From an optimization exercise on the open Yosys and OpenROAD flow, aimed at small area; shortcuts taken in it are not production practice.
No functional check of the RTL was part of any run shown here.

==> flow/design.v, too long to show whole: its modules and the start of the top module <==
// module tnr_front: 619 lines
// module tnr_step: 99 lines
// module tnr_mix: 225 lines
// module tnr_blend_top: 104 lines
module tnr_blend_top (
    input  logic        clk,
    input  logic        reset,
    input  logic        in_valid,
    input  logic [11:0] cur,
    input  logic [11:0] prev,
    input  logic [8:0]  blend_th0,
    input  logic [8:0]  blend_th1,
    output logic        out_valid,
    output logic [11:0] out_pixel
);
  // ...
==> flow/run.sh <==
#!/bin/bash
# synth_recipe.tcl (not shown) runs the flow's synth.tcl, then flattens the netlist and writes it again
# the make line also repeats each setting of config.mk as NAME=value (left out here)
make -C /OpenROAD-flow-scripts/flow DESIGN_CONFIG=/design/flow/config.mk WORK_HOME=/design/flow/orfs CLKGATE_MAP_FILE= SYNTH_SCRIPT=/design/flow/synth_recipe.tcl finish
==> flow/config.mk <==
export PLATFORM = sky130hd
export DESIGN_NAME = tnr_blend_top
export DESIGN_NICKNAME = tnr_blend_top
export VERILOG_FILES = /design/flow/design.v
export SDC_FILE = /design/flow/constraint.sdc
export NUM_CORES = 4
export LEC_CHECK = 0
export CAP_MARGIN = 20
export CORE_MARGIN = 2
export CORE_UTILIZATION = 60
export GPL_TIMING_DRIVEN = 0
export SLEW_MARGIN = 20
export SYNTH_HIERARCHICAL = 1
==> flow/constraint.sdc <==
create_clock -name core_clock -period 5.0 [get_ports {clk}]
set_input_delay 1.0000 -clock core_clock [delete_from_list [all_inputs] [get_ports {clk}]]
set_output_delay 1.0000 -clock core_clock [all_outputs]
set_load 0.01 [all_outputs]
==> flow_metrics.tcl, run 1 <==
set metrics [dict create \
    tritoncts "done" \
    violations "setup timing" \
    finalSetupViolations 9 \
    fin_tns_setup_ns -1.00 \
    hp-class "flop to flop" \
    multi_input_area_share_pct 61.4 \
    critPathLaunch "c0_dv[0]$_DFF_P_" \
    cts_sinks 130 \
    count_of_multi_input_gates 966 \
    drive_above_1_share_pct 22.7 \
    outcome "finished with violations" \
    cp.arrival_ns 5.50 \
    dieArea_um2 19800 \
    synth_fp_nets 1474 \
    core_region_area_um2 18500 \
    fin_ws_ns -0.208 \
    layout.clock.cell_area_share_pct 4.87 \
    endpoint "c4_r[8]$_DFF_P_" \
    yosys_warnings 7 \
    grtUsageMet1_pct 32.6 \
    placed_cells 1571 \
    ff_latch_area_um2 2660 \
    min_period_over_period_pct 104 \
    tightest_slew_ns 0.554 \
    use_met2_pct 43.2 \
]
==> run 2: changes to the inputs <==
--- a/flow/config.mk
+++ b/flow/config.mk
@@ -8,6 +8,5 @@
 export CAP_MARGIN = 20
 export CORE_MARGIN = 2
 export CORE_UTILIZATION = 60
-export GPL_TIMING_DRIVEN = 0
 export SLEW_MARGIN = 20
 export SYNTH_HIERARCHICAL = 1
==> flow_metrics.tcl, run 2 <==
set metrics [dict create \
    critical_path_class "flop to flop" \
    fmax_mhz 195 \
    fin_ws_ns -0.126 \
    die_height_um 141 \
    gp_congestion 0.930 \
    dieArea_um2 19800 \
    gr-total-overflow 0 \
    drt_drc_violations_left 0 \
    dpl-instance-area_um2 12800 \
    postRouteAntennaNets 0 \
    drt-wirelength-per-cell_um 14.3 \
    grt.total_usage_pct 24.9 \
    outcome "finished with violations" \
    reg2reg_depth 24 \
    placed_cells 1664 \
    finalClockSkew_ns 0.00701 \
    layout.cells.most_common_list "inv_1 (161), buf_4 (150), dfxtp_1 (119), nor2_1 (94), nand2_1 (93)" \
    drive_above_1_share_pct 25.5 \
    finalSetupViolations 9 \
    die_wd_um 141 \
    clk-insertion-delay-late_ns 0.41 \
    max_slew_violation_total_from_the_final_report 0 \
    placement_rows 50 \
    area.growth.synth_to_final_pct 26.6 \
    ff_latch_area_um2 2620 \
    synth_fp_nets 1474 \
    grt_pass1_vias 8881 \
    dr.first_iter.drc_count 557 \
    core_region_area_um2 18500 \
    final_cell_area_um2 14200 \
    rsz0062_at_grt "yes" \
    min_period_over_period_pct 103 \
    post_drt_via_cell_ratio 5.39 \
    timing.final.crit_period_ns 5.13 \
    io_pins 58 \
    violations "setup timing" \
    ctsRootBufferMaster "clkbuf_16" \
    num-nets-final 1683 \
    n_fill_cell 1353 \
    cp.arrival_ns 5.41 \
    timing.critical_path.required_ns 5.29 \
    place.port_buffers 57 \
    antenna_found_initial 0 \
    layout.cells.most_common "inv_1" \
    yosys_warnings 7 \
    multi_input_area_um2 8350 \
    clk_transition_reported_paths_ns 0.05 \
    slew_headroom_pct 59.9 \
    syn-cell-area_um2 11200 \
    cts-htree-levels 4 \
    postSynthCellCount 1280 \
    drv_cap 0 \
    hold_path_depth 0 \
    hp-class "flop to flop" \
    global_route_wire_length_before_repair_um 40900 \
    tightest_slew_ns 0.597 \
    floorplan.initialDensity_pct 60.6 \
    hold_violations_final 0 \
    cts_max_path_buffers 2 \
    postSynthAreaPerCell_um2 8.77 \
    drt_wl_total_um 24900 \
    tritoncts "done" \
    cts_made_buffers 17 \
    preCtsSetupSlack_ns -0.305 \
    cts_sinks 130 \
    grt_start_max_net_pins 28 \
    antenna-diode-count 0 \
    worst_setup_path_end_kind "flop" \
    worst_setup_path_start_kind "flop" \
    detail_route.first_pass.iterations 5 \
    fin_tns_setup_ns -0.689 \
    place_hpwl_um 19300 \
    finalNonFillerCells 1735 \
    vias 9350 \
    cp_max_fo 8 \
]
run 2: critical path: stages (launching register included):
cell and delay (ns):
dfxtp_1 0.32, maj3_2 0.36, o211ai_4 0.23, a211oi_2 0.11, o21a_4 0.29, nor2_1 0.24, xnor2_2 0.13, a31oi_1 0.14
nor2_1 0.08, maj3_2 0.31, o21a_4 0.26, nor2_2 0.17, xor2_2 0.11, a21oi_1 0.18, nor2_1 0.09, maj3_2 0.31
o21a_4 0.26, inv_2 0.07, nand2_1 0.07, maj3_2 0.36, o211ai_2 0.23, a21oi_2 0.07, nor2_1 0.15, xnor2_1 0.14
mux2_1 0.33
run 2: per-stage QoR:
step                      util (%)  hold slack [ns]
after floorplan                  -            0.310
after global placement        69.2            0.310
after detailed placement      69.2            0.312
after CTS                     72.8            0.321
after global routing          76.7            0.324
final                         76.7            0.319
run 2: worst paths after layout:
kind,end,slack [ns],from
setup reg to reg,c4_r[8]$_DFF_P_,-0.13,c0_dv[1]$_DFF_P_
hold / removal,c4_tm[4]$_DFF_P_,0.32,c0_tm[4]$_DFF_P_
hold reg to reg,c4_tm[4]$_DFF_P_,0.32,c0_tm[4]$_DFF_P_
setup / recovery,c4_r[8]$_DFF_P_,-0.13,c0_dv[1]$_DFF_P_
run 2: layout make-up:
| class | instances | share of cell area [%] |
|---|---|---|
| flip-flops and latches | 130 | 18.4 |
| inverters | 164 | 4.33 |
| clock inverters | 11 | 0.907 |
| multi-input cells | 966 | 58.7 |
| well taps | 234 | 2.06 |
| clock buffers | 20 | 3.28 |
| repair buffers | 210 | 12.2 |
run 2: timing repair:
action                     in CTS  in global routing
setup endpoints to repair       8                 23
pin swaps                       2                 84
gates resized for setup        14                106
hold buffers                    0                  0
setup buffers                   3                 37
run 2: per-layer routing:
layer | track usage, % | vias to the layer above | part of all wire [%]
li1 | - | 4737 | -
met1 | 32.7 | 4431 | 46
met2 | 43.4 | 154 | 50
met3 | 3.57 | 28 | 2.9
met4 | 6.63 | 0 | 1.5
met5 | 0 | - | 0
==> module tnr_mix, before the edit <==
module tnr_mix (
    input  logic [7:0]  q,
    input  logic [9:0]  tm,
    input  logic [11:0] base,
    output logic [11:0] o
);
    wire pp_0_0 = q[0] & tm[0];
    wire pp_0_1 = q[0] & tm[1];
    wire pp_0_2 = q[0] & tm[2];
    wire pp_0_3 = q[0] & tm[3];
    wire pp_0_4 = q[0] & tm[4];
    wire pp_0_5 = q[0] & tm[5];
    wire pp_0_6 = q[0] & tm[6];
    wire pp_0_7 = q[0] & tm[7];
    wire pp_0_8 = q[0] & tm[8];
    wire ppn_0 = ~(q[0] & tm[9]);
    wire pp_1_0 = q[1] & tm[0];
    wire pp_1_1 = q[1] & tm[1];
    wire pp_1_2 = q[1] & tm[2];
    wire pp_1_3 = q[1] & tm[3];
    wire pp_1_4 = q[1] & tm[4];
    wire pp_1_5 = q[1] & tm[5];
    wire pp_1_6 = q[1] & tm[6];
    wire pp_1_7 = q[1] & tm[7];
    wire pp_1_8 = q[1] & tm[8];
    wire ppn_1 = ~(q[1] & tm[9]);
    wire pp_2_0 = q[2] & tm[0];
    wire pp_2_1 = q[2] & tm[1];
    wire pp_2_2 = q[2] & tm[2];
    wire pp_2_3 = q[2] & tm[3];
    wire pp_2_4 = q[2] & tm[4];
    wire pp_2_5 = q[2] & tm[5];
    wire pp_2_6 = q[2] & tm[6];
    wire pp_2_7 = q[2] & tm[7];
    wire pp_2_8 = q[2] & tm[8];
    wire ppn_2 = ~(q[2] & tm[9]);
    wire pp_3_0 = q[3] & tm[0];
    wire pp_3_1 = q[3] & tm[1];
    wire pp_3_2 = q[3] & tm[2];
    wire pp_3_3 = q[3] & tm[3];
    wire pp_3_4 = q[3] & tm[4];
    wire pp_3_5 = q[3] & tm[5];
    wire pp_3_6 = q[3] & tm[6];
    wire pp_3_7 = q[3] & tm[7];
    wire pp_3_8 = q[3] & tm[8];
    wire ppn_3 = ~(q[3] & tm[9]);
    wire pp_4_0 = q[4] & tm[0];
    wire pp_4_1 = q[4] & tm[1];
    wire pp_4_2 = q[4] & tm[2];
    wire pp_4_3 = q[4] & tm[3];
    wire pp_4_4 = q[4] & tm[4];
    wire pp_4_5 = q[4] & tm[5];
    wire pp_4_6 = q[4] & tm[6];
    wire pp_4_7 = q[4] & tm[7];
    wire pp_4_8 = q[4] & tm[8];
    wire ppn_4 = ~(q[4] & tm[9]);
    wire pp_5_0 = q[5] & tm[0];
    wire pp_5_1 = q[5] & tm[1];
    wire pp_5_2 = q[5] & tm[2];
    wire pp_5_3 = q[5] & tm[3];
    wire pp_5_4 = q[5] & tm[4];
    wire pp_5_5 = q[5] & tm[5];
    wire pp_5_6 = q[5] & tm[6];
    wire pp_5_7 = q[5] & tm[7];
    wire pp_5_8 = q[5] & tm[8];
    wire ppn_5 = ~(q[5] & tm[9]);
    wire pp_6_0 = q[6] & tm[0];
    wire pp_6_1 = q[6] & tm[1];
    wire pp_6_2 = q[6] & tm[2];
    wire pp_6_3 = q[6] & tm[3];
    wire pp_6_4 = q[6] & tm[4];
    wire pp_6_5 = q[6] & tm[5];
    wire pp_6_6 = q[6] & tm[6];
    wire pp_6_7 = q[6] & tm[7];
    wire pp_6_8 = q[6] & tm[8];
    wire ppn_6 = ~(q[6] & tm[9]);
    wire pp_7_0 = q[7] & tm[0];
    wire pp_7_1 = q[7] & tm[1];
    wire pp_7_2 = q[7] & tm[2];
    wire pp_7_3 = q[7] & tm[3];
    wire pp_7_4 = q[7] & tm[4];
    wire pp_7_5 = q[7] & tm[5];
    wire pp_7_6 = q[7] & tm[6];
    wire pp_7_7 = q[7] & tm[7];
    wire pp_7_8 = q[7] & tm[8];
    wire ppn_7 = ~(q[7] & tm[9]);
    wire fb_1 = ppn_0 ^ pp_1_8;
    wire fb_2 = ppn_0 & pp_1_8;
    wire fb_3 = pp_0_6 ^ pp_1_5;
    wire fb_4 = pp_0_6 & pp_1_5;
    wire fb_5 = pp_0_7 ^ pp_1_6 ^ pp_2_5;
    wire fb_6 = (pp_0_7 & pp_1_6) | (pp_0_7 & pp_2_5) | (pp_1_6 & pp_2_5);
    wire fb_7 = pp_3_4 ^ pp_4_3 ^ pp_5_2;
    wire fb_8 = (pp_3_4 & pp_4_3) | (pp_3_4 & pp_5_2) | (pp_4_3 & pp_5_2);
    wire fb_9 = pp_0_8 ^ pp_1_7 ^ pp_2_6;
    wire fb_10 = (pp_0_8 & pp_1_7) | (pp_0_8 & pp_2_6) | (pp_1_7 & pp_2_6);
    wire fb_11 = pp_3_5 ^ pp_4_4 ^ pp_5_3;
    wire fb_12 = (pp_3_5 & pp_4_4) | (pp_3_5 & pp_5_3) | (pp_4_4 & pp_5_3);
    wire fb_13 = pp_6_2 ^ pp_7_1;
    wire fb_14 = pp_6_2 & pp_7_1;
    wire fb_15 = pp_2_7 ^ pp_3_6 ^ pp_4_5;
    wire fb_16 = (pp_2_7 & pp_3_6) | (pp_2_7 & pp_4_5) | (pp_3_6 & pp_4_5);
    wire fb_17 = pp_5_4 ^ pp_6_3 ^ pp_7_2;
    wire fb_18 = (pp_5_4 & pp_6_3) | (pp_5_4 & pp_7_2) | (pp_6_3 & pp_7_2);
    wire fb_19 = base[1] ^ 1'b1 ^ fb_1;
    wire fb_20 = (base[1] & 1'b1) | (base[1] & fb_1) | (1'b1 & fb_1);
    wire fb_21 = ppn_1 ^ pp_2_8 ^ pp_3_7;
    wire fb_22 = (ppn_1 & pp_2_8) | (ppn_1 & pp_3_7) | (pp_2_8 & pp_3_7);
    wire fb_23 = pp_4_6 ^ pp_5_5 ^ pp_6_4;
    wire fb_24 = (pp_4_6 & pp_5_5) | (pp_4_6 & pp_6_4) | (pp_5_5 & pp_6_4);
    wire fb_25 = pp_7_3 ^ base[2] ^ fb_2;
    wire fb_26 = (pp_7_3 & base[2]) | (pp_7_3 & fb_2) | (base[2] & fb_2);
    wire fb_27 = ppn_2 ^ pp_3_8 ^ pp_4_7;
    wire fb_28 = (ppn_2 & pp_3_8) | (ppn_2 & pp_4_7) | (pp_3_8 & pp_4_7);
    wire fb_29 = pp_5_6 ^ pp_6_5 ^ pp_7_4;
    wire fb_30 = (pp_5_6 & pp_6_5) | (pp_5_6 & pp_7_4) | (pp_6_5 & pp_7_4);
    wire fb_31 = ppn_3 ^ pp_4_8 ^ pp_5_7;
    wire fb_32 = (ppn_3 & pp_4_8) | (ppn_3 & pp_5_7) | (pp_4_8 & pp_5_7);
    wire fb_33 = pp_0_4 ^ pp_1_3;
    wire fb_34 = pp_0_4 & pp_1_3;
    wire fb_35 = pp_0_5 ^ pp_1_4 ^ pp_2_3;
    wire fb_36 = (pp_0_5 & pp_1_4) | (pp_0_5 & pp_2_3) | (pp_1_4 & pp_2_3);
    wire fb_37 = pp_3_2 ^ pp_4_1;
    wire fb_38 = pp_3_2 & pp_4_1;
    wire fb_39 = pp_2_4 ^ pp_3_3 ^ pp_4_2;
    wire fb_40 = (pp_2_4 & pp_3_3) | (pp_2_4 & pp_4_2) | (pp_3_3 & pp_4_2);
    wire fb_41 = pp_5_1 ^ pp_6_0 ^ fb_3;
    wire fb_42 = (pp_5_1 & pp_6_0) | (pp_5_1 & fb_3) | (pp_6_0 & fb_3);
    wire fb_43 = pp_6_1 ^ pp_7_0 ^ 1'b1;
    wire fb_44 = (pp_6_1 & pp_7_0) | (pp_6_1 & 1'b1) | (pp_7_0 & 1'b1);
    wire fb_45 = fb_4 ^ fb_5 ^ fb_7;
    wire fb_46 = (fb_4 & fb_5) | (fb_4 & fb_7) | (fb_5 & fb_7);
    wire fb_47 = base[0] ^ fb_6 ^ fb_8;
    wire fb_48 = (base[0] & fb_6) | (base[0] & fb_8) | (fb_6 & fb_8);
    wire fb_49 = fb_9 ^ fb_11 ^ fb_13;
    wire fb_50 = (fb_9 & fb_11) | (fb_9 & fb_13) | (fb_11 & fb_13);
    wire fb_51 = fb_10 ^ fb_12 ^ fb_14;
    wire fb_52 = (fb_10 & fb_12) | (fb_10 & fb_14) | (fb_12 & fb_14);
    wire fb_53 = fb_15 ^ fb_17 ^ fb_19;
    wire fb_54 = (fb_15 & fb_17) | (fb_15 & fb_19) | (fb_17 & fb_19);
    wire fb_55 = fb_16 ^ fb_18 ^ fb_20;
    wire fb_56 = (fb_16 & fb_18) | (fb_16 & fb_20) | (fb_18 & fb_20);
    wire fb_57 = fb_21 ^ fb_23 ^ fb_25;
    wire fb_58 = (fb_21 & fb_23) | (fb_21 & fb_25) | (fb_23 & fb_25);
    wire fb_59 = base[3] ^ fb_22 ^ fb_24;
    wire fb_60 = (base[3] & fb_22) | (base[3] & fb_24) | (fb_22 & fb_24);
    wire fb_61 = fb_26 ^ fb_27 ^ fb_29;
    wire fb_62 = (fb_26 & fb_27) | (fb_26 & fb_29) | (fb_27 & fb_29);
    wire fb_63 = pp_6_6 ^ pp_7_5 ^ base[4];
    wire fb_64 = (pp_6_6 & pp_7_5) | (pp_6_6 & base[4]) | (pp_7_5 & base[4]);
    wire fb_65 = fb_28 ^ fb_30 ^ fb_31;
    wire fb_66 = (fb_28 & fb_30) | (fb_28 & fb_31) | (fb_30 & fb_31);
    wire fb_67 = ppn_4 ^ pp_5_8 ^ pp_6_7;
    wire fb_68 = (ppn_4 & pp_5_8) | (ppn_4 & pp_6_7) | (pp_5_8 & pp_6_7);
    wire fb_69 = pp_7_6 ^ base[5] ^ fb_32;
    wire fb_70 = (pp_7_6 & base[5]) | (pp_7_6 & fb_32) | (base[5] & fb_32);
    wire fb_71 = ppn_5 ^ pp_6_8 ^ pp_7_7;
    wire fb_72 = (ppn_5 & pp_6_8) | (ppn_5 & pp_7_7) | (pp_6_8 & pp_7_7);
    wire fb_73 = pp_0_3 ^ pp_1_2;
    wire fb_74 = pp_0_3 & pp_1_2;
    wire fb_75 = pp_2_2 ^ pp_3_1 ^ pp_4_0;
    wire fb_76 = (pp_2_2 & pp_3_1) | (pp_2_2 & pp_4_0) | (pp_3_1 & pp_4_0);
    wire fb_77 = pp_5_0 ^ fb_34 ^ fb_35;
    wire fb_78 = (pp_5_0 & fb_34) | (pp_5_0 & fb_35) | (fb_34 & fb_35);
    wire fb_79 = fb_36 ^ fb_38 ^ fb_39;
    wire fb_80 = (fb_36 & fb_38) | (fb_36 & fb_39) | (fb_38 & fb_39);
    wire fb_81 = fb_40 ^ fb_42 ^ fb_43;
    wire fb_82 = (fb_40 & fb_42) | (fb_40 & fb_43) | (fb_42 & fb_43);
    wire fb_83 = fb_44 ^ fb_46 ^ fb_47;
    wire fb_84 = (fb_44 & fb_46) | (fb_44 & fb_47) | (fb_46 & fb_47);
    wire fb_85 = fb_48 ^ fb_50 ^ fb_51;
    wire fb_86 = (fb_48 & fb_50) | (fb_48 & fb_51) | (fb_50 & fb_51);
    wire fb_87 = fb_52 ^ fb_54 ^ fb_55;
    wire fb_88 = (fb_52 & fb_54) | (fb_52 & fb_55) | (fb_54 & fb_55);
    wire fb_89 = fb_56 ^ fb_58 ^ fb_59;
    wire fb_90 = (fb_56 & fb_58) | (fb_56 & fb_59) | (fb_58 & fb_59);
    wire fb_91 = fb_60 ^ fb_62 ^ fb_63;
    wire fb_92 = (fb_60 & fb_62) | (fb_60 & fb_63) | (fb_62 & fb_63);
    wire fb_93 = fb_64 ^ fb_66 ^ fb_67;
    wire fb_94 = (fb_64 & fb_66) | (fb_64 & fb_67) | (fb_66 & fb_67);
    wire fb_95 = base[6] ^ fb_68 ^ fb_70;
    wire fb_96 = (base[6] & fb_68) | (base[6] & fb_70) | (fb_68 & fb_70);
    wire fb_97 = ppn_6 ^ pp_7_8 ^ base[7];
    wire fb_98 = (ppn_6 & pp_7_8) | (ppn_6 & base[7]) | (pp_7_8 & base[7]);
    wire fb_99 = pp_0_2 ^ pp_1_1;
    wire fb_100 = pp_0_2 & pp_1_1;
    wire fb_101 = pp_2_1 ^ pp_3_0 ^ fb_73;
    wire fb_102 = (pp_2_1 & pp_3_0) | (pp_2_1 & fb_73) | (pp_3_0 & fb_73);
    wire fb_103 = fb_33 ^ fb_74 ^ fb_75;
    wire fb_104 = (fb_33 & fb_74) | (fb_33 & fb_75) | (fb_74 & fb_75);
    wire fb_105 = fb_37 ^ fb_76 ^ fb_77;
    wire fb_106 = (fb_37 & fb_76) | (fb_37 & fb_77) | (fb_76 & fb_77);
    wire fb_107 = fb_41 ^ fb_78 ^ fb_79;
    wire fb_108 = (fb_41 & fb_78) | (fb_41 & fb_79) | (fb_78 & fb_79);
    wire fb_109 = fb_45 ^ fb_80 ^ fb_81;
    wire fb_110 = (fb_45 & fb_80) | (fb_45 & fb_81) | (fb_80 & fb_81);
    wire fb_111 = fb_49 ^ fb_82 ^ fb_83;
    wire fb_112 = (fb_49 & fb_82) | (fb_49 & fb_83) | (fb_82 & fb_83);
    wire fb_113 = fb_53 ^ fb_84 ^ fb_85;
    wire fb_114 = (fb_53 & fb_84) | (fb_53 & fb_85) | (fb_84 & fb_85);
    wire fb_115 = fb_57 ^ fb_86 ^ fb_87;
    wire fb_116 = (fb_57 & fb_86) | (fb_57 & fb_87) | (fb_86 & fb_87);
    wire fb_117 = fb_61 ^ fb_88 ^ fb_89;
    wire fb_118 = (fb_61 & fb_88) | (fb_61 & fb_89) | (fb_88 & fb_89);
    wire fb_119 = fb_65 ^ fb_90 ^ fb_91;
    wire fb_120 = (fb_65 & fb_90) | (fb_65 & fb_91) | (fb_90 & fb_91);
    wire fb_121 = fb_69 ^ fb_92 ^ fb_93;
    wire fb_122 = (fb_69 & fb_92) | (fb_69 & fb_93) | (fb_92 & fb_93);
    wire fb_123 = fb_71 ^ fb_94 ^ fb_95;
    wire fb_124 = (fb_71 & fb_94) | (fb_71 & fb_95) | (fb_94 & fb_95);
    wire fb_125 = fb_72 ^ fb_96 ^ fb_97;
    wire fb_126 = (fb_72 & fb_96) | (fb_72 & fb_97) | (fb_96 & fb_97);
    wire fb_127 = ppn_7 ^ base[8] ^ fb_98;
    wire fb_128 = (ppn_7 & base[8]) | (ppn_7 & fb_98) | (base[8] & fb_98);
    wire fb_129 = base[9] ^ 1'b1;
    wire fb_130 = base[9] & 1'b1;
    wire fb_131 = base[10] ^ 1'b1;
    wire fb_132 = base[10] & 1'b1;
    wire fb_133 = base[11] ^ 1'b1;
    wire fb_134 = base[11] & 1'b1;
    wire [19:0] fb_ra = {fb_132, fb_130, fb_128, fb_126, fb_124, fb_122, fb_120, fb_118, fb_116, fb_114, fb_112, fb_110, fb_108, fb_106, fb_104, fb_102, fb_100, pp_2_0, pp_0_1, pp_0_0};
    wire [19:0] fb_rb = {fb_133, fb_131, fb_129, fb_127, fb_125, fb_123, fb_121, fb_119, fb_117, fb_115, fb_113, fb_111, fb_109, fb_107, fb_105, fb_103, fb_101, fb_99, pp_1_0, 1'b0};
    wire [19:0] fb_y = fb_ra + fb_rb;
    assign o = fb_y[19:8];
endmodule
==> run 3: changes to the inputs <==
--- a/flow/design.v
+++ b/flow/design.v
@@ -804,140 +804,140 @@
     wire pp_7_7 = q[7] & tm[7];
     wire pp_7_8 = q[7] & tm[8];
     wire ppn_7 = ~(q[7] & tm[9]);
-    wire fb_1 = ppn_0 ^ pp_1_8;
-    wire fb_2 = ppn_0 & pp_1_8;
-    wire fb_3 = pp_0_6 ^ pp_1_5;
-    wire fb_4 = pp_0_6 & pp_1_5;
-    wire fb_5 = pp_0_7 ^ pp_1_6 ^ pp_2_5;
-    wire fb_6 = (pp_0_7 & pp_1_6) | (pp_0_7 & pp_2_5) | (pp_1_6 & pp_2_5);
-    wire fb_7 = pp_3_4 ^ pp_4_3 ^ pp_5_2;
-    wire fb_8 = (pp_3_4 & pp_4_3) | (pp_3_4 & pp_5_2) | (pp_4_3 & pp_5_2);
-    wire fb_9 = pp_0_8 ^ pp_1_7 ^ pp_2_6;
-    wire fb_10 = (pp_0_8 & pp_1_7) | (pp_0_8 & pp_2_6) | (pp_1_7 & pp_2_6);
-    wire fb_11 = pp_3_5 ^ pp_4_4 ^ pp_5_3;
-    wire fb_12 = (pp_3_5 & pp_4_4) | (pp_3_5 & pp_5_3) | (pp_4_4 & pp_5_3);
-    wire fb_13 = pp_6_2 ^ pp_7_1;
-    wire fb_14 = pp_6_2 & pp_7_1;
-    wire fb_15 = pp_2_7 ^ pp_3_6 ^ pp_4_5;
-    wire fb_16 = (pp_2_7 & pp_3_6) | (pp_2_7 & pp_4_5) | (pp_3_6 & pp_4_5);
-    wire fb_17 = pp_5_4 ^ pp_6_3 ^ pp_7_2;
-    wire fb_18 = (pp_5_4 & pp_6_3) | (pp_5_4 & pp_7_2) | (pp_6_3 & pp_7_2);
-    wire fb_19 = base[1] ^ 1'b1 ^ fb_1;
-    wire fb_20 = (base[1] & 1'b1) | (base[1] & fb_1) | (1'b1 & fb_1);
-    wire fb_21 = ppn_1 ^ pp_2_8 ^ pp_3_7;
-    wire fb_22 = (ppn_1 & pp_2_8) | (ppn_1 & pp_3_7) | (pp_2_8 & pp_3_7);
-    wire fb_23 = pp_4_6 ^ pp_5_5 ^ pp_6_4;
-    wire fb_24 = (pp_4_6 & pp_5_5) | (pp_4_6 & pp_6_4) | (pp_5_5 & pp_6_4);
-    wire fb_25 = pp_7_3 ^ base[2] ^ fb_2;
-    wire fb_26 = (pp_7_3 & base[2]) | (pp_7_3 & fb_2) | (base[2] & fb_2);
-    wire fb_27 = ppn_2 ^ pp_3_8 ^ pp_4_7;
-    wire fb_28 = (ppn_2 & pp_3_8) | (ppn_2 & pp_4_7) | (pp_3_8 & pp_4_7);
-    wire fb_29 = pp_5_6 ^ pp_6_5 ^ pp_7_4;
-    wire fb_30 = (pp_5_6 & pp_6_5) | (pp_5_6 & pp_7_4) | (pp_6_5 & pp_7_4);
-    wire fb_31 = ppn_3 ^ pp_4_8 ^ pp_5_7;
-    wire fb_32 = (ppn_3 & pp_4_8) | (ppn_3 & pp_5_7) | (pp_4_8 & pp_5_7);
-    wire fb_33 = pp_0_4 ^ pp_1_3;
-    wire fb_34 = pp_0_4 & pp_1_3;
-    wire fb_35 = pp_0_5 ^ pp_1_4 ^ pp_2_3;
-    wire fb_36 = (pp_0_5 & pp_1_4) | (pp_0_5 & pp_2_3) | (pp_1_4 & pp_2_3);
-    wire fb_37 = pp_3_2 ^ pp_4_1;
-    wire fb_38 = pp_3_2 & pp_4_1;
-    wire fb_39 = pp_2_4 ^ pp_3_3 ^ pp_4_2;
-    wire fb_40 = (pp_2_4 & pp_3_3) | (pp_2_4 & pp_4_2) | (pp_3_3 & pp_4_2);
-    wire fb_41 = pp_5_1 ^ pp_6_0 ^ fb_3;
-    wire fb_42 = (pp_5_1 & pp_6_0) | (pp_5_1 & fb_3) | (pp_6_0 & fb_3);
-    wire fb_43 = pp_6_1 ^ pp_7_0 ^ 1'b1;
-    wire fb_44 = (pp_6_1 & pp_7_0) | (pp_6_1 & 1'b1) | (pp_7_0 & 1'b1);
-    wire fb_45 = fb_4 ^ fb_5 ^ fb_7;
-    wire fb_46 = (fb_4 & fb_5) | (fb_4 & fb_7) | (fb_5 & fb_7);
-    wire fb_47 = base[0] ^ fb_6 ^ fb_8;
-    wire fb_48 = (base[0] & fb_6) | (base[0] & fb_8) | (fb_6 & fb_8);
-    wire fb_49 = fb_9 ^ fb_11 ^ fb_13;
-    wire fb_50 = (fb_9 & fb_11) | (fb_9 & fb_13) | (fb_11 & fb_13);
-    wire fb_51 = fb_10 ^ fb_12 ^ fb_14;
-    wire fb_52 = (fb_10 & fb_12) | (fb_10 & fb_14) | (fb_12 & fb_14);
-    wire fb_53 = fb_15 ^ fb_17 ^ fb_19;
-    wire fb_54 = (fb_15 & fb_17) | (fb_15 & fb_19) | (fb_17 & fb_19);
-    wire fb_55 = fb_16 ^ fb_18 ^ fb_20;
-    wire fb_56 = (fb_16 & fb_18) | (fb_16 & fb_20) | (fb_18 & fb_20);
-    wire fb_57 = fb_21 ^ fb_23 ^ fb_25;
-    wire fb_58 = (fb_21 & fb_23) | (fb_21 & fb_25) | (fb_23 & fb_25);
-    wire fb_59 = base[3] ^ fb_22 ^ fb_24;
-    wire fb_60 = (base[3] & fb_22) | (base[3] & fb_24) | (fb_22 & fb_24);
-    wire fb_61 = fb_26 ^ fb_27 ^ fb_29;
-    wire fb_62 = (fb_26 & fb_27) | (fb_26 & fb_29) | (fb_27 & fb_29);
-    wire fb_63 = pp_6_6 ^ pp_7_5 ^ base[4];
-    wire fb_64 = (pp_6_6 & pp_7_5) | (pp_6_6 & base[4]) | (pp_7_5 & base[4]);
-    wire fb_65 = fb_28 ^ fb_30 ^ fb_31;
-    wire fb_66 = (fb_28 & fb_30) | (fb_28 & fb_31) | (fb_30 & fb_31);
-    wire fb_67 = ppn_4 ^ pp_5_8 ^ pp_6_7;
-    wire fb_68 = (ppn_4 & pp_5_8) | (ppn_4 & pp_6_7) | (pp_5_8 & pp_6_7);
-    wire fb_69 = pp_7_6 ^ base[5] ^ fb_32;
-    wire fb_70 = (pp_7_6 & base[5]) | (pp_7_6 & fb_32) | (base[5] & fb_32);
-    wire fb_71 = ppn_5 ^ pp_6_8 ^ pp_7_7;
-    wire fb_72 = (ppn_5 & pp_6_8) | (ppn_5 & pp_7_7) | (pp_6_8 & pp_7_7);
-    wire fb_73 = pp_0_3 ^ pp_1_2;
-    wire fb_74 = pp_0_3 & pp_1_2;
-    wire fb_75 = pp_2_2 ^ pp_3_1 ^ pp_4_0;
-    wire fb_76 = (pp_2_2 & pp_3_1) | (pp_2_2 & pp_4_0) | (pp_3_1 & pp_4_0);
-    wire fb_77 = pp_5_0 ^ fb_34 ^ fb_35;
-    wire fb_78 = (pp_5_0 & fb_34) | (pp_5_0 & fb_35) | (fb_34 & fb_35);
-    wire fb_79 = fb_36 ^ fb_38 ^ fb_39;
-    wire fb_80 = (fb_36 & fb_38) | (fb_36 & fb_39) | (fb_38 & fb_39);
-    wire fb_81 = fb_40 ^ fb_42 ^ fb_43;
-    wire fb_82 = (fb_40 & fb_42) | (fb_40 & fb_43) | (fb_42 & fb_43);
-    wire fb_83 = fb_44 ^ fb_46 ^ fb_47;
-    wire fb_84 = (fb_44 & fb_46) | (fb_44 & fb_47) | (fb_46 & fb_47);
-    wire fb_85 = fb_48 ^ fb_50 ^ fb_51;
-    wire fb_86 = (fb_48 & fb_50) | (fb_48 & fb_51) | (fb_50 & fb_51);
-    wire fb_87 = fb_52 ^ fb_54 ^ fb_55;
-    wire fb_88 = (fb_52 & fb_54) | (fb_52 & fb_55) | (fb_54 & fb_55);
-    wire fb_89 = fb_56 ^ fb_58 ^ fb_59;
-    wire fb_90 = (fb_56 & fb_58) | (fb_56 & fb_59) | (fb_58 & fb_59);
-    wire fb_91 = fb_60 ^ fb_62 ^ fb_63;
-    wire fb_92 = (fb_60 & fb_62) | (fb_60 & fb_63) | (fb_62 & fb_63);
-    wire fb_93 = fb_64 ^ fb_66 ^ fb_67;
-    wire fb_94 = (fb_64 & fb_66) | (fb_64 & fb_67) | (fb_66 & fb_67);
-    wire fb_95 = base[6] ^ fb_68 ^ fb_70;
-    wire fb_96 = (base[6] & fb_68) | (base[6] & fb_70) | (fb_68 & fb_70);
-    wire fb_97 = ppn_6 ^ pp_7_8 ^ base[7];
-    wire fb_98 = (ppn_6 & pp_7_8) | (ppn_6 & base[7]) | (pp_7_8 & base[7]);
-    wire fb_99 = pp_0_2 ^ pp_1_1;
-    wire fb_100 = pp_0_2 & pp_1_1;
-    wire fb_101 = pp_2_1 ^ pp_3_0 ^ fb_73;
-    wire fb_102 = (pp_2_1 & pp_3_0) | (pp_2_1 & fb_73) | (pp_3_0 & fb_73);
-    wire fb_103 = fb_33 ^ fb_74 ^ fb_75;
-    wire fb_104 = (fb_33 & fb_74) | (fb_33 & fb_75) | (fb_74 & fb_75);
-    wire fb_105 = fb_37 ^ fb_76 ^ fb_77;
-    wire fb_106 = (fb_37 & fb_76) | (fb_37 & fb_77) | (fb_76 & fb_77);
-    wire fb_107 = fb_41 ^ fb_78 ^ fb_79;
-    wire fb_108 = (fb_41 & fb_78) | (fb_41 & fb_79) | (fb_78 & fb_79);
-    wire fb_109 = fb_45 ^ fb_80 ^ fb_81;
-    wire fb_110 = (fb_45 & fb_80) | (fb_45 & fb_81) | (fb_80 & fb_81);
-    wire fb_111 = fb_49 ^ fb_82 ^ fb_83;
-    wire fb_112 = (fb_49 & fb_82) | (fb_49 & fb_83) | (fb_82 & fb_83);
-    wire fb_113 = fb_53 ^ fb_84 ^ fb_85;
-    wire fb_114 = (fb_53 & fb_84) | (fb_53 & fb_85) | (fb_84 & fb_85);
-    wire fb_115 = fb_57 ^ fb_86 ^ fb_87;
-    wire fb_116 = (fb_57 & fb_86) | (fb_57 & fb_87) | (fb_86 & fb_87);
-    wire fb_117 = fb_61 ^ fb_88 ^ fb_89;
-    wire fb_118 = (fb_61 & fb_88) | (fb_61 & fb_89) | (fb_88 & fb_89);
-    wire fb_119 = fb_65 ^ fb_90 ^ fb_91;
-    wire fb_120 = (fb_65 & fb_90) | (fb_65 & fb_91) | (fb_90 & fb_91);
-    wire fb_121 = fb_69 ^ fb_92 ^ fb_93;
-    wire fb_122 = (fb_69 & fb_92) | (fb_69 & fb_93) | (fb_92 & fb_93);
-    wire fb_123 = fb_71 ^ fb_94 ^ fb_95;
-    wire fb_124 = (fb_71 & fb_94) | (fb_71 & fb_95) | (fb_94 & fb_95);
-    wire fb_125 = fb_72 ^ fb_96 ^ fb_97;
-    wire fb_126 = (fb_72 & fb_96) | (fb_72 & fb_97) | (fb_96 & fb_97);
-    wire fb_127 = ppn_7 ^ base[8] ^ fb_98;
-    wire fb_128 = (ppn_7 & base[8]) | (ppn_7 & fb_98) | (base[8] & fb_98);
-    wire fb_129 = base[9] ^ 1'b1;
-    wire fb_130 = base[9] & 1'b1;
-    wire fb_131 = base[10] ^ 1'b1;
-    wire fb_132 = base[10] & 1'b1;
-    wire fb_133 = base[11] ^ 1'b1;
-    wire fb_134 = base[11] & 1'b1;
+    wire fb_1, fb_2;
+    assign {fb_2, fb_1} = {1'b0, ppn_0} + {1'b0, pp_1_8};
+    wire fb_3, fb_4;
+    assign {fb_4, fb_3} = {1'b0, pp_0_6} + {1'b0, pp_1_5};
+    wire fb_5, fb_6;
+    assign {fb_6, fb_5} = {1'b0, pp_0_7} + {1'b0, pp_1_6} + {1'b0, pp_2_5};
+    wire fb_7, fb_8;
+    assign {fb_8, fb_7} = {1'b0, pp_3_4} + {1'b0, pp_4_3} + {1'b0, pp_5_2};
+    wire fb_9, fb_10;
+    assign {fb_10, fb_9} = {1'b0, pp_0_8} + {1'b0, pp_1_7} + {1'b0, pp_2_6};
+    wire fb_11, fb_12;
+    assign {fb_12, fb_11} = {1'b0, pp_3_5} + {1'b0, pp_4_4} + {1'b0, pp_5_3};
+    wire fb_13, fb_14;
+    assign {fb_14, fb_13} = {1'b0, pp_6_2} + {1'b0, pp_7_1};
+    wire fb_15, fb_16;
+    assign {fb_16, fb_15} = {1'b0, pp_2_7} + {1'b0, pp_3_6} + {1'b0, pp_4_5};
+    wire fb_17, fb_18;
+    assign {fb_18, fb_17} = {1'b0, pp_5_4} + {1'b0, pp_6_3} + {1'b0, pp_7_2};
+    wire fb_19, fb_20;
+    assign {fb_20, fb_19} = {1'b0, base[1]} + {1'b0, 1'b1} + {1'b0, fb_1};
+    wire fb_21, fb_22;
+    assign {fb_22, fb_21} = {1'b0, ppn_1} + {1'b0, pp_2_8} + {1'b0, pp_3_7};
+    wire fb_23, fb_24;
+    assign {fb_24, fb_23} = {1'b0, pp_4_6} + {1'b0, pp_5_5} + {1'b0, pp_6_4};
+    wire fb_25, fb_26;
+    assign {fb_26, fb_25} = {1'b0, pp_7_3} + {1'b0, base[2]} + {1'b0, fb_2};
+    wire fb_27, fb_28;
+    assign {fb_28, fb_27} = {1'b0, ppn_2} + {1'b0, pp_3_8} + {1'b0, pp_4_7};
+    wire fb_29, fb_30;
+    assign {fb_30, fb_29} = {1'b0, pp_5_6} + {1'b0, pp_6_5} + {1'b0, pp_7_4};
+    wire fb_31, fb_32;
+    assign {fb_32, fb_31} = {1'b0, ppn_3} + {1'b0, pp_4_8} + {1'b0, pp_5_7};
+    wire fb_33, fb_34;
+    assign {fb_34, fb_33} = {1'b0, pp_0_4} + {1'b0, pp_1_3};
+    wire fb_35, fb_36;
+    assign {fb_36, fb_35} = {1'b0, pp_0_5} + {1'b0, pp_1_4} + {1'b0, pp_2_3};
+    wire fb_37, fb_38;
+    assign {fb_38, fb_37} = {1'b0, pp_3_2} + {1'b0, pp_4_1};
+    wire fb_39, fb_40;
+    assign {fb_40, fb_39} = {1'b0, pp_2_4} + {1'b0, pp_3_3} + {1'b0, pp_4_2};
+    wire fb_41, fb_42;
+    assign {fb_42, fb_41} = {1'b0, pp_5_1} + {1'b0, pp_6_0} + {1'b0, fb_3};
+    wire fb_43, fb_44;
+    assign {fb_44, fb_43} = {1'b0, pp_6_1} + {1'b0, pp_7_0} + {1'b0, 1'b1};
+    wire fb_45, fb_46;
+    assign {fb_46, fb_45} = {1'b0, fb_4} + {1'b0, fb_5} + {1'b0, fb_7};
+    wire fb_47, fb_48;
+    assign {fb_48, fb_47} = {1'b0, base[0]} + {1'b0, fb_6} + {1'b0, fb_8};
+    wire fb_49, fb_50;
+    assign {fb_50, fb_49} = {1'b0, fb_9} + {1'b0, fb_11} + {1'b0, fb_13};
+    wire fb_51, fb_52;
+    assign {fb_52, fb_51} = {1'b0, fb_10} + {1'b0, fb_12} + {1'b0, fb_14};
+    wire fb_53, fb_54;
+    assign {fb_54, fb_53} = {1'b0, fb_15} + {1'b0, fb_17} + {1'b0, fb_19};
+    wire fb_55, fb_56;
+    assign {fb_56, fb_55} = {1'b0, fb_16} + {1'b0, fb_18} + {1'b0, fb_20};
+    wire fb_57, fb_58;
+    assign {fb_58, fb_57} = {1'b0, fb_21} + {1'b0, fb_23} + {1'b0, fb_25};
+    wire fb_59, fb_60;
+    assign {fb_60, fb_59} = {1'b0, base[3]} + {1'b0, fb_22} + {1'b0, fb_24};
+    wire fb_61, fb_62;
+    assign {fb_62, fb_61} = {1'b0, fb_26} + {1'b0, fb_27} + {1'b0, fb_29};
+    wire fb_63, fb_64;
+    assign {fb_64, fb_63} = {1'b0, pp_6_6} + {1'b0, pp_7_5} + {1'b0, base[4]};
+    wire fb_65, fb_66;
+    assign {fb_66, fb_65} = {1'b0, fb_28} + {1'b0, fb_30} + {1'b0, fb_31};
+    wire fb_67, fb_68;
+    assign {fb_68, fb_67} = {1'b0, ppn_4} + {1'b0, pp_5_8} + {1'b0, pp_6_7};
+    wire fb_69, fb_70;
+    assign {fb_70, fb_69} = {1'b0, pp_7_6} + {1'b0, base[5]} + {1'b0, fb_32};
+    wire fb_71, fb_72;
+    assign {fb_72, fb_71} = {1'b0, ppn_5} + {1'b0, pp_6_8} + {1'b0, pp_7_7};
+    wire fb_73, fb_74;
+    assign {fb_74, fb_73} = {1'b0, pp_0_3} + {1'b0, pp_1_2};
+    wire fb_75, fb_76;
+    assign {fb_76, fb_75} = {1'b0, pp_2_2} + {1'b0, pp_3_1} + {1'b0, pp_4_0};
+    wire fb_77, fb_78;
+    assign {fb_78, fb_77} = {1'b0, pp_5_0} + {1'b0, fb_34} + {1'b0, fb_35};
+    wire fb_79, fb_80;
+    assign {fb_80, fb_79} = {1'b0, fb_36} + {1'b0, fb_38} + {1'b0, fb_39};
+    wire fb_81, fb_82;
+    assign {fb_82, fb_81} = {1'b0, fb_40} + {1'b0, fb_42} + {1'b0, fb_43};
+    wire fb_83, fb_84;
+    assign {fb_84, fb_83} = {1'b0, fb_44} + {1'b0, fb_46} + {1'b0, fb_47};
+    wire fb_85, fb_86;
+    assign {fb_86, fb_85} = {1'b0, fb_48} + {1'b0, fb_50} + {1'b0, fb_51};
+    wire fb_87, fb_88;
+    assign {fb_88, fb_87} = {1'b0, fb_52} + {1'b0, fb_54} + {1'b0, fb_55};
+    wire fb_89, fb_90;
+    assign {fb_90, fb_89} = {1'b0, fb_56} + {1'b0, fb_58} + {1'b0, fb_59};
+    wire fb_91, fb_92;
+    assign {fb_92, fb_91} = {1'b0, fb_60} + {1'b0, fb_62} + {1'b0, fb_63};
+    wire fb_93, fb_94;
+    assign {fb_94, fb_93} = {1'b0, fb_64} + {1'b0, fb_66} + {1'b0, fb_67};
+    wire fb_95, fb_96;
+    assign {fb_96, fb_95} = {1'b0, base[6]} + {1'b0, fb_68} + {1'b0, fb_70};
+    wire fb_97, fb_98;
+    assign {fb_98, fb_97} = {1'b0, ppn_6} + {1'b0, pp_7_8} + {1'b0, base[7]};
+    wire fb_99, fb_100;
+    assign {fb_100, fb_99} = {1'b0, pp_0_2} + {1'b0, pp_1_1};
+    wire fb_101, fb_102;
+    assign {fb_102, fb_101} = {1'b0, pp_2_1} + {1'b0, pp_3_0} + {1'b0, fb_73};
+    wire fb_103, fb_104;
+    assign {fb_104, fb_103} = {1'b0, fb_33} + {1'b0, fb_74} + {1'b0, fb_75};
+    wire fb_105, fb_106;
+    assign {fb_106, fb_105} = {1'b0, fb_37} + {1'b0, fb_76} + {1'b0, fb_77};
+    wire fb_107, fb_108;
+    assign {fb_108, fb_107} = {1'b0, fb_41} + {1'b0, fb_78} + {1'b0, fb_79};
+    wire fb_109, fb_110;
+    assign {fb_110, fb_109} = {1'b0, fb_45} + {1'b0, fb_80} + {1'b0, fb_81};
+    wire fb_111, fb_112;
+    assign {fb_112, fb_111} = {1'b0, fb_49} + {1'b0, fb_82} + {1'b0, fb_83};
+    wire fb_113, fb_114;
+    assign {fb_114, fb_113} = {1'b0, fb_53} + {1'b0, fb_84} + {1'b0, fb_85};
+    wire fb_115, fb_116;
+    assign {fb_116, fb_115} = {1'b0, fb_57} + {1'b0, fb_86} + {1'b0, fb_87};
+    wire fb_117, fb_118;
+    assign {fb_118, fb_117} = {1'b0, fb_61} + {1'b0, fb_88} + {1'b0, fb_89};
+    wire fb_119, fb_120;
+    assign {fb_120, fb_119} = {1'b0, fb_65} + {1'b0, fb_90} + {1'b0, fb_91};
+    wire fb_121, fb_122;
+    assign {fb_122, fb_121} = {1'b0, fb_69} + {1'b0, fb_92} + {1'b0, fb_93};
+    wire fb_123, fb_124;
+    assign {fb_124, fb_123} = {1'b0, fb_71} + {1'b0, fb_94} + {1'b0, fb_95};
+    wire fb_125, fb_126;
+    assign {fb_126, fb_125} = {1'b0, fb_72} + {1'b0, fb_96} + {1'b0, fb_97};
+    wire fb_127, fb_128;
+    assign {fb_128, fb_127} = {1'b0, ppn_7} + {1'b0, base[8]} + {1'b0, fb_98};
+    wire fb_129, fb_130;
+    assign {fb_130, fb_129} = {1'b0, base[9]} + {1'b0, 1'b1};
+    wire fb_131, fb_132;
+    assign {fb_132, fb_131} = {1'b0, base[10]} + {1'b0, 1'b1};
+    wire fb_133, fb_134;
+    assign {fb_134, fb_133} = {1'b0, base[11]} + {1'b0, 1'b1};
     wire [19:0] fb_ra = {fb_132, fb_130, fb_128, fb_126, fb_124, fb_122, fb_120, fb_118, fb_116, fb_114, fb_112, fb_110, fb_108, fb_106, fb_104, fb_102, fb_100, pp_2_0, pp_0_1, pp_0_0};
     wire [19:0] fb_rb = {fb_133, fb_131, fb_129, fb_127, fb_125, fb_123, fb_121, fb_119, fb_117, fb_115, fb_113, fb_111, fb_109, fb_107, fb_105, fb_103, fb_101, fb_99, pp_1_0, 1'b0};
     wire [19:0] fb_y = fb_ra + fb_rb;
--- a/flow/config.mk
+++ b/flow/config.mk
@@ -8,5 +8,7 @@
 export CAP_MARGIN = 20
 export CORE_MARGIN = 2
 export CORE_UTILIZATION = 60
+export GPL_TIMING_DRIVEN = 0
+export SETUP_SLACK_MARGIN = 0.3
 export SLEW_MARGIN = 20
 export SYNTH_HIERARCHICAL = 1
==> flow_metrics.tcl, run 3 <==
set metrics [dict create \
    postRouteAntennaNets 0 \
    postSynthCellCount 1249 \
    dieArea_um2 19600 \
    gr-total-overflow 0 \
    grt.total_usage_pct 26.3 \
    timing.final.crit_period_ns 5.30 \
    cts-htree-levels 4 \
    drv_cap 0 \
    synth_fp_nets 1443 \
    global_route_wire_length_before_repair_um 41800 \
    antenna_found_initial 0 \
    dr.first_iter.drc_count 460 \
    post_cts_hold_buffer_count 0 \
    die_wd_um 140 \
    layout.core_utilization_pct 75.5 \
    n_fill_cell 1289 \
    grt_start_max_net_pins 24 \
    critical_path_class "flop to flop" \
    worst_path_dominant_cell_family "compound AO/OA/AOI/OAI gates" \
    fin_tns_setup_ns -2.64 \
    outcome "finished with violations" \
    worst_setup_path_end_kind "flop" \
    tightest_slew_ns 0.752 \
    ctsRootBufferMaster "clkbuf_16" \
    clk-insertion-delay-late_ns 0.42 \
    clk_transition_reported_paths_ns 0.06 \
    drt_drc_violations_left 0 \
    finalClockSkew_ns 0.00984 \
    yosys_warnings 7 \
    num-nets-final 1573 \
    grt_pass1_vias 8910 \
    cts_sinks 130 \
    postSynthAreaPerCell_um2 8.90 \
    rsz0062_at_grt "yes" \
    placement_rows 49 \
    floorplan.initialDensity_pct 61.5 \
    hold_violations_final 0 \
    gp_congestion 0.879 \
    area.growth.synth_to_final_pct 22.8 \
    timing.critical_path.required_ns 5.29 \
    fin_ws_ns -0.298 \
    violations "setup timing" \
    cp.arrival_ns 5.59 \
    preCtsSetupSlack_ns -0.560 \
    layout.cells.most_common "inv_1" \
    fin_hold_ws_ns 0.321 \
    drt_wl_total_um 25900 \
    drive_above_1_share_pct 21.6 \
    io_pins 58 \
    critical_path_buf_inv_count 2 \
    slew_headroom_pct 49.5 \
    crit_path_max_incr_delay_ns 0.36 \
    max_slew_violation_total_from_the_final_report 0 \
    drt-wirelength-per-cell_um 16.0 \
    finalNonFillerCells 1621 \
    syn-cell-area_um2 11100 \
    vias 9200 \
    cts_made_buffers 17 \
    place_hpwl_um 18600 \
    hp-class "flop to flop" \
    layout.cells.most_common_list "inv_1 (142), dfxtp_1 (112), nor2_1 (97), ha_1 (81), nand2_1 (78)" \
    finalSetupViolations 10 \
    detail_route.first_pass.iterations 20 \
    post_drt_via_cell_ratio 5.68 \
    min_period_over_period_pct 106 \
    die_height_um 140 \
    cp_slowest_cell "maj3_2" \
    place.port_buffers 57 \
    worst_setup_path_start_kind "flop" \
    core_region_area_um2 18100 \
    fmax_mhz 189 \
    antenna-diode-count 0 \
    placed_cells 1535 \
    cts_max_path_buffers 2 \
    tritoncts "done" \
    cp_max_fo 8 \
]
-- run 3: changes by cell type in the layout (fill, tap and decap cells not counted), moves of 8 or more --
cell,change
nand2_1,-15
xor2_2,-8
inv_1,-19
buf_4,-96
dfxtp_4,+9
nor2_2,-9
and2_1,+16
-- run 3: through the flow --
step	instance area (um^2)
2_1_floorplan	11300
3_3_place_gp	12200
3_5_place_dp	12200
4_1_cts	13300
5_1_grt	13600
6_report	13600
-- run 3: area by class of cell --
class / count / area [um^2] / share of cell area (%)
flip-flops and latches: 130 / 2650 / 19.4
well taps: 229 / 287 / 2.10
inverters: 144 / 541 / 3.96
clock inverters: 14 / 150 / 1.10
plain buffers: 20 / 173 / 1.27
multi-input cells: 955 / 8440 / 61.8
clock buffers: 18 / 439 / 3.22
repair buffers: 111 / 971 / 7.11
-- run 3: path summary, 6_finish.rpt --
| path | start | to | slack [ns] | depth (start not counted) |
|---|---|---|---|---|
| setup / recovery | c0_r[0]$_DFF_P_ | c4_r[7]$_DFF_P_ | -0.30 | 26 |
| setup reg to reg | c0_r[0]$_DFF_P_ | c4_r[7]$_DFF_P_ | -0.30 | 26 |
| hold reg to reg | c4_tm[4]$_DFF_P_ | c8_tm[4]$_DFF_P_ | 0.32 | 0 |
| hold / removal | c4_tm[4]$_DFF_P_ | c8_tm[4]$_DFF_P_ | 0.32 | 0 |
-- run 3: routing by layer --
| metal | global-route usage (%) | up-vias | part of all wire (%) |
|---|---|---|---|
| li1 | - | 4497 | - |
| met1 | 33.7 | 4439 | 44 |
| met2 | 46.3 | 230 | 51 |
| met3 | 4.14 | 34 | 4.2 |
| met4 | 7.07 | 0 | 1.3 |
| met5 | 0 | - | 0 |
-- run 3: repair_timing --
item                       CTS  global route
pin swaps                   39            30
gates resized for setup     62            70
setup endpoints to repair   35            31
setup buffers               36            18
==> module tnr_blend_top, before the edit <==
module tnr_blend_top (
    input  logic        clk,
    input  logic        reset,
    input  logic        in_valid,
    input  logic [11:0] cur,
    input  logic [11:0] prev,
    input  logic [8:0]  blend_th0,
    input  logic [8:0]  blend_th1,
    output logic        out_valid,
    output logic [11:0] out_pixel
);
    logic [11:0] f_base;
    logic [9:0]  f_tm;
    logic [8:0]  f_r;
    logic [8:0]  f_dv;
    tnr_front i_front (
        .cur       (cur),
        .prev      (prev),
        .blend_th0 (blend_th0),
        .blend_th1 (blend_th1),
        .base      (f_base),
        .tm        (f_tm),
        .r         (f_r),
        .dv        (f_dv)
    );
    logic        c0_v;
    logic [11:0] c0_base;
    logic [9:0]  c0_tm;
    logic [8:0]  c0_r;
    logic [8:0]  c0_dv;
    always_ff @(posedge clk) begin
        if (reset) c0_v <= 1'b0;
        else       c0_v <= in_valid;
    end
    always_ff @(posedge clk) begin
        c0_base <= f_base;
        c0_tm   <= f_tm;
        c0_r    <= f_r;
        c0_dv   <= f_dv;
    end
    logic [8:0] r1;
    logic       qb1;
    tnr_step i_step1 (.r(c0_r), .dv(c0_dv), .rn(r1), .q(qb1));
    logic [8:0] r2;
    logic       qb2;
    tnr_step i_step2 (.r(r1), .dv(c0_dv), .rn(r2), .q(qb2));
    logic [8:0] r3;
    logic       qb3;
    tnr_step i_step3 (.r(r2), .dv(c0_dv), .rn(r3), .q(qb3));
    logic [8:0] r4;
    logic       qb4;
    tnr_step i_step4 (.r(r3), .dv(c0_dv), .rn(r4), .q(qb4));
    logic        c4_v;
    logic [11:0] c4_base;
    logic [9:0]  c4_tm;
    logic [8:0]  c4_r;
    logic [8:0]  c4_dv;
    logic [3:0]  c4_q;
    always_ff @(posedge clk) begin
        if (reset) c4_v <= 1'b0;
        else       c4_v <= c0_v;
    end
    always_ff @(posedge clk) begin
        c4_base <= c0_base;
        c4_tm   <= c0_tm;
        c4_r    <= r4;
        c4_dv   <= c0_dv;
        c4_q    <= {qb1, qb2, qb3, qb4};
    end
    logic [8:0] r5;
    logic       qb5;
    tnr_step i_step5 (.r(c4_r), .dv(c4_dv), .rn(r5), .q(qb5));
    logic [8:0] r6;
    logic       qb6;
    tnr_step i_step6 (.r(r5), .dv(c4_dv), .rn(r6), .q(qb6));
    logic [8:0] r7;
    logic       qb7;
    tnr_step i_step7 (.r(r6), .dv(c4_dv), .rn(r7), .q(qb7));
    logic [8:0] r8;
    logic       qb8;
    tnr_step i_step8 (.r(r7), .dv(c4_dv), .rn(r8), .q(qb8));
    logic        c8_v;
    logic [11:0] c8_base;
    logic [9:0]  c8_tm;
    logic [7:0]  c8_q;
    always_ff @(posedge clk) begin
        if (reset) c8_v <= 1'b0;
        else       c8_v <= c4_v;
    end
    always_ff @(posedge clk) begin
        c8_base <= c4_base;
        c8_tm   <= c4_tm;
        c8_q    <= {c4_q[3], c4_q[2], c4_q[1], c4_q[0], qb5, qb6, qb7, qb8};
    end
    logic [11:0] mix;
    tnr_mix i_mix (.q({c8_q[7], c8_q[6], c8_q[5], c8_q[4], c8_q[3], c8_q[2], c8_q[1], c8_q[0]}), .tm(c8_tm), .base(c8_base), .o(mix));
    always_ff @(posedge clk) begin
        if (reset) out_valid <= 1'b0;
        else       out_valid <= c8_v;
    end
    always_ff @(posedge clk) begin
        out_pixel <= mix;
    end
endmodule
==> run 4: changes to the inputs <==
--- a/flow/design.v
+++ b/flow/design.v
@@ -992,50 +992,67 @@
     logic [8:0] r3;
     logic       qb3;
     tnr_step i_step3 (.r(r2), .dv(c0_dv), .rn(r3), .q(qb3));
+    logic        c3_v;
+    logic [11:0] c3_base;
+    logic [9:0]  c3_tm;
+    logic [8:0]  c3_r;
+    logic [8:0]  c3_dv;
+    logic [2:0]  c3_q;
+    always_ff @(posedge clk) begin
+        if (reset) c3_v <= 1'b0;
+        else       c3_v <= c0_v;
+    end
+    always_ff @(posedge clk) begin
+        c3_base <= c0_base;
+        c3_tm   <= c0_tm;
+        c3_r    <= r3;
+        c3_dv   <= c0_dv;
+        c3_q    <= {qb1, qb2, qb3};
+    end
     logic [8:0] r4;
     logic       qb4;
-    tnr_step i_step4 (.r(r3), .dv(c0_dv), .rn(r4), .q(qb4));
-    logic        c4_v;
-    logic [11:0] c4_base;
-    logic [9:0]  c4_tm;
-    logic [8:0]  c4_r;
-    logic [8:0]  c4_dv;
-    logic [3:0]  c4_q;
-    always_ff @(posedge clk) begin
-        if (reset) c4_v <= 1'b0;
-        else       c4_v <= c0_v;
-    end
-    always_ff @(posedge clk) begin
-        c4_base <= c0_base;
-        c4_tm   <= c0_tm;
-        c4_r    <= r4;
-        c4_dv   <= c0_dv;
-        c4_q    <= {qb1, qb2, qb3, qb4};
-    end
+    tnr_step i_step4 (.r(c3_r), .dv(c3_dv), .rn(r4), .q(qb4));
     logic [8:0] r5;
     logic       qb5;
-    tnr_step i_step5 (.r(c4_r), .dv(c4_dv), .rn(r5), .q(qb5));
+    tnr_step i_step5 (.r(r4), .dv(c3_dv), .rn(r5), .q(qb5));
     logic [8:0] r6;
     logic       qb6;
-    tnr_step i_step6 (.r(r5), .dv(c4_dv), .rn(r6), .q(qb6));
+    tnr_step i_step6 (.r(r5), .dv(c3_dv), .rn(r6), .q(qb6));
+    logic        c6_v;
+    logic [11:0] c6_base;
+    logic [9:0]  c6_tm;
+    logic [8:0]  c6_r;
+    logic [8:0]  c6_dv;
+    logic [5:0]  c6_q;
+    always_ff @(posedge clk) begin
+        if (reset) c6_v <= 1'b0;
+        else       c6_v <= c3_v;
+    end
+    always_ff @(posedge clk) begin
+        c6_base <= c3_base;
+        c6_tm   <= c3_tm;
+        c6_r    <= r6;
+        c6_dv   <= c3_dv;
+        c6_q    <= {c3_q[2], c3_q[1], c3_q[0], qb4, qb5, qb6};
+    end
     logic [8:0] r7;
     logic       qb7;
-    tnr_step i_step7 (.r(r6), .dv(c4_dv), .rn(r7), .q(qb7));
+    tnr_step i_step7 (.r(c6_r), .dv(c6_dv), .rn(r7), .q(qb7));
     logic [8:0] r8;
     logic       qb8;
-    tnr_step i_step8 (.r(r7), .dv(c4_dv), .rn(r8), .q(qb8));
+    tnr_step i_step8 (.r(r7), .dv(c6_dv), .rn(r8), .q(qb8));
     logic        c8_v;
     logic [11:0] c8_base;
     logic [9:0]  c8_tm;
     logic [7:0]  c8_q;
     always_ff @(posedge clk) begin
         if (reset) c8_v <= 1'b0;
-        else       c8_v <= c4_v;
+        else       c8_v <= c6_v;
     end
     always_ff @(posedge clk) begin
-        c8_base <= c4_base;
-        c8_tm   <= c4_tm;
-        c8_q    <= {c4_q[3], c4_q[2], c4_q[1], c4_q[0], qb5, qb6, qb7, qb8};
+        c8_base <= c6_base;
+        c8_tm   <= c6_tm;
+        c8_q    <= {c6_q[5], c6_q[4], c6_q[3], c6_q[2], c6_q[1], c6_q[0], qb7, qb8};
     end
     logic [11:0] mix;
     tnr_mix i_mix (.q({c8_q[7], c8_q[6], c8_q[5], c8_q[4], c8_q[3], c8_q[2], c8_q[1], c8_q[0]}), .tm(c8_tm), .base(c8_base), .o(mix));
--- a/flow/config.mk
+++ b/flow/config.mk
@@ -9,6 +9,5 @@
 export CORE_MARGIN = 2
 export CORE_UTILIZATION = 60
 export GPL_TIMING_DRIVEN = 0
-export SETUP_SLACK_MARGIN = 0.3
 export SLEW_MARGIN = 20
 export SYNTH_HIERARCHICAL = 1
==> flow_metrics.tcl, run 4 <==
set metrics [dict create \
    outcome "finished clean" \
    fin_ws_ns 0.235 \
    critical_path_buf_inv_count 4 \
    clk-insertion-delay-late_ns 0.43 \
    multi_input_area_um2 7790 \
    floorplan.initialDensity_pct 61.2 \
    die_wd_um 145 \
    grt_start_max_net_pins 23 \
    cp.arrival_ns 5.07 \
    cts_made_buffers 17 \
    antenna-diode-count 0 \
    max_slew_violation_total_from_the_final_report 0 \
    layout.cells.most_common_list "dfxtp_1 (172), inv_1 (139), nor2_1 (116), nand2_1 (82), ha_1 (82)" \
    gp_congestion 0.836 \
    timing.final.crit_period_ns 4.76 \
    worst_path_dominant_cell_family "adder cells" \
    postSynthCellCount 1275 \
    timing.critical_path.required_ns 5.31 \
    tritoncts "done" \
    vias 8689 \
    min_period_over_period_pct 95.3 \
    hold_violations_final 0 \
    clk_transition_reported_paths_ns 0.06 \
    place_hpwl_um 18400 \
    placed_cells 1597 \
    worst_setup_path_start_kind "input pin" \
    drive_above_1_share_pct 11.4 \
    antenna_found_initial 0 \
    area.growth.synth_to_final_pct 13.4 \
    preCtsSetupSlack_ns -0.665 \
    crit_path_max_incr_delay_ns 0.52 \
    cts_max_path_buffers 2 \
    drt_wl_total_um 23300 \
    tightest_slew_ns 0.704 \
    finalClockSkew_ns 0.0111 \
    grt.total_usage_pct 23.0 \
    cts-htree-levels 4 \
    postSynthAreaPerCell_um2 9.38 \
    yosys_warnings 7 \
    cp_max_fo 3 \
    hp-class "flop to flop" \
    slew_headroom_pct 53.0 \
    detail_route.first_pass.iterations 5 \
    drt-wirelength-per-cell_um 14.3 \
    core_region_area_um2 19500 \
    grt_pass1_vias 8529 \
    critical_path.cell_chain "clkdlybuf4s50_1, inv_1, fa_1, a21o_1, a21oi_2, fa_1, inv_1, ha_1, a21oi_1, o21ai_0, a2bb2oi_1, maj3_2, a311oi_2, a31oi_1, o21ai_2, buf_4, mux2_2" \
    global_route_wire_length_before_repair_um 39900 \
    num-nets-final 1551 \
    cts_sinks 176 \
    synth_fp_nets 1469 \
    die_height_um 145 \
    finalNonFillerCells 1635 \
    place.port_buffers 57 \
    post_drt_via_cell_ratio 5.31 \
    n_fill_cell 1553 \
    ctsRootBufferMaster "clkbuf_16" \
    drv_cap 0 \
    drt_drc_violations_left 0 \
    syn-cell-area_um2 12000 \
    dieArea_um2 21100 \
    postRouteAntennaNets 0 \
    placement_rows 51 \
    finalSetupViolations 0 \
    ff_latch_area_um2 3530 \
    dr.first_iter.drc_count 345 \
    worst_setup_path_end_kind "flop" \
    rsz0062_at_grt "no" \
    cp_slowest_cell "clkdlybuf4s50_1" \
    gr-total-overflow 0 \
    layout.cells.most_common "dfxtp_1" \
    fmax_mhz 210 \
    io_pins 58 \
    critical_path_class "input pin to flop" \
]
[run 4: worst register-to-register path, delay by kind of cell, from the launching register on]
kind | cells | cell delay, ns
AOI/OAI and AO/OA | 12 | 2.59
and+or+nand+nor | 2 | 0.13
DFF | 1 | 0.77
xor gates and xnor gates | 3 | 0.98
[run 4: area by class of cell]
cell class	count	area share (%)
Multi-Input combinational cell	939	57.5
Sequential cell	176	26.0
Timing Repair Buffer	63	4.70
Inverter	140	3.88
Clock buffer	18	3.24
Tap cell	265	2.45
Buffer	20	1.17
Clock inverter	14	1.06
[run 4: path summary, 6_finish.rpt]
check                          start                 end  slack, ns  cells after the start
setup / recovery             prev[1]  c0_base[8]$_DFF_P_       0.24                     17
hold / removal    c0_base[1]$_DFF_P_  c3_base[1]$_DFF_P_       0.32                      0
setup reg to reg    c3_dv[7]$_DFF_P_     c6_r[7]$_DFF_P_       0.39                     17
hold reg to reg   c0_base[1]$_DFF_P_  c3_base[1]$_DFF_P_       0.32                      0
[run 4: stage by stage]
stage	TNS [ns]	utilization, %	instance area, um^2	hold WS [ns]
CTS	0	69.2	13500	0.323
floorplan	0	-	12000	0.310
finish	0	69.4	13600	0.324
global placement	-9.47	65.8	12900	0.310
detailed placement	-11.09	65.8	12900	0.312
global route	0	69.4	13600	0.326
[run 4: repair_timing]
item                       in CTS  in global routing
gates resized for setup         5                 15
pin swaps                       5                  5
buffers inserted                6                  0
setup endpoints to repair      13                 31
hold buffers                    0                  0
[run 4: metal layers]
metal  GRT usage [%]  part of all wire [%]  vias up
li1                -                     -     4473
met2            38.3                    48      115
met5               0                     0        -
met3            3.84                   2.8       22
met1            31.3                    48     4079
met4            5.69                  0.99        0

## port drivers added, routing unchanged
The flow's constraints put no driver on any port. The routed layouts listed below were extracted and timed again, unchanged, in two steps.
Step 1, drivers: a clkbuf_16 drives clk and a buf_2 each remaining input, both assumed.
Step 2 also shifts input and output timing later by t, the mid clock arrival at the registers, as if the neighbouring blocks saw the same clock.
a / b / c = no drivers / after step 1 / after step 2; a / b = the first two.
run	shift t [ns]	setup slack, ns	hold slack, ns	clock arrival spread, ns	slew at the worst register clock pin (ns)
run 1	0.453	-0.208 / -0.208 / -0.237	0.321 / 0.321 / 0.321	0.013 / 0.012	0.06 / 0.06
run 2	0.450	-0.126 / -0.126 / -0.203	0.319 / 0.319 / 0.319	0.010 / 0.010	0.06 / 0.06
run 3	0.458	-0.298 / -0.298 / -0.298	0.321 / 0.321 / 0.321	0.010 / 0.010	0.06 / 0.06
run 4	0.470	0.235 / 0.214 / -0.255	0.324 / 0.324 / 0.324	0.013 / 0.013	0.07 / 0.07
Met with ideal ports but missed after step 2: setup timing in run 4. The setup slack of run 4, which loses most, moves by -0.021 ns with the drivers and by -0.490 ns with both steps.
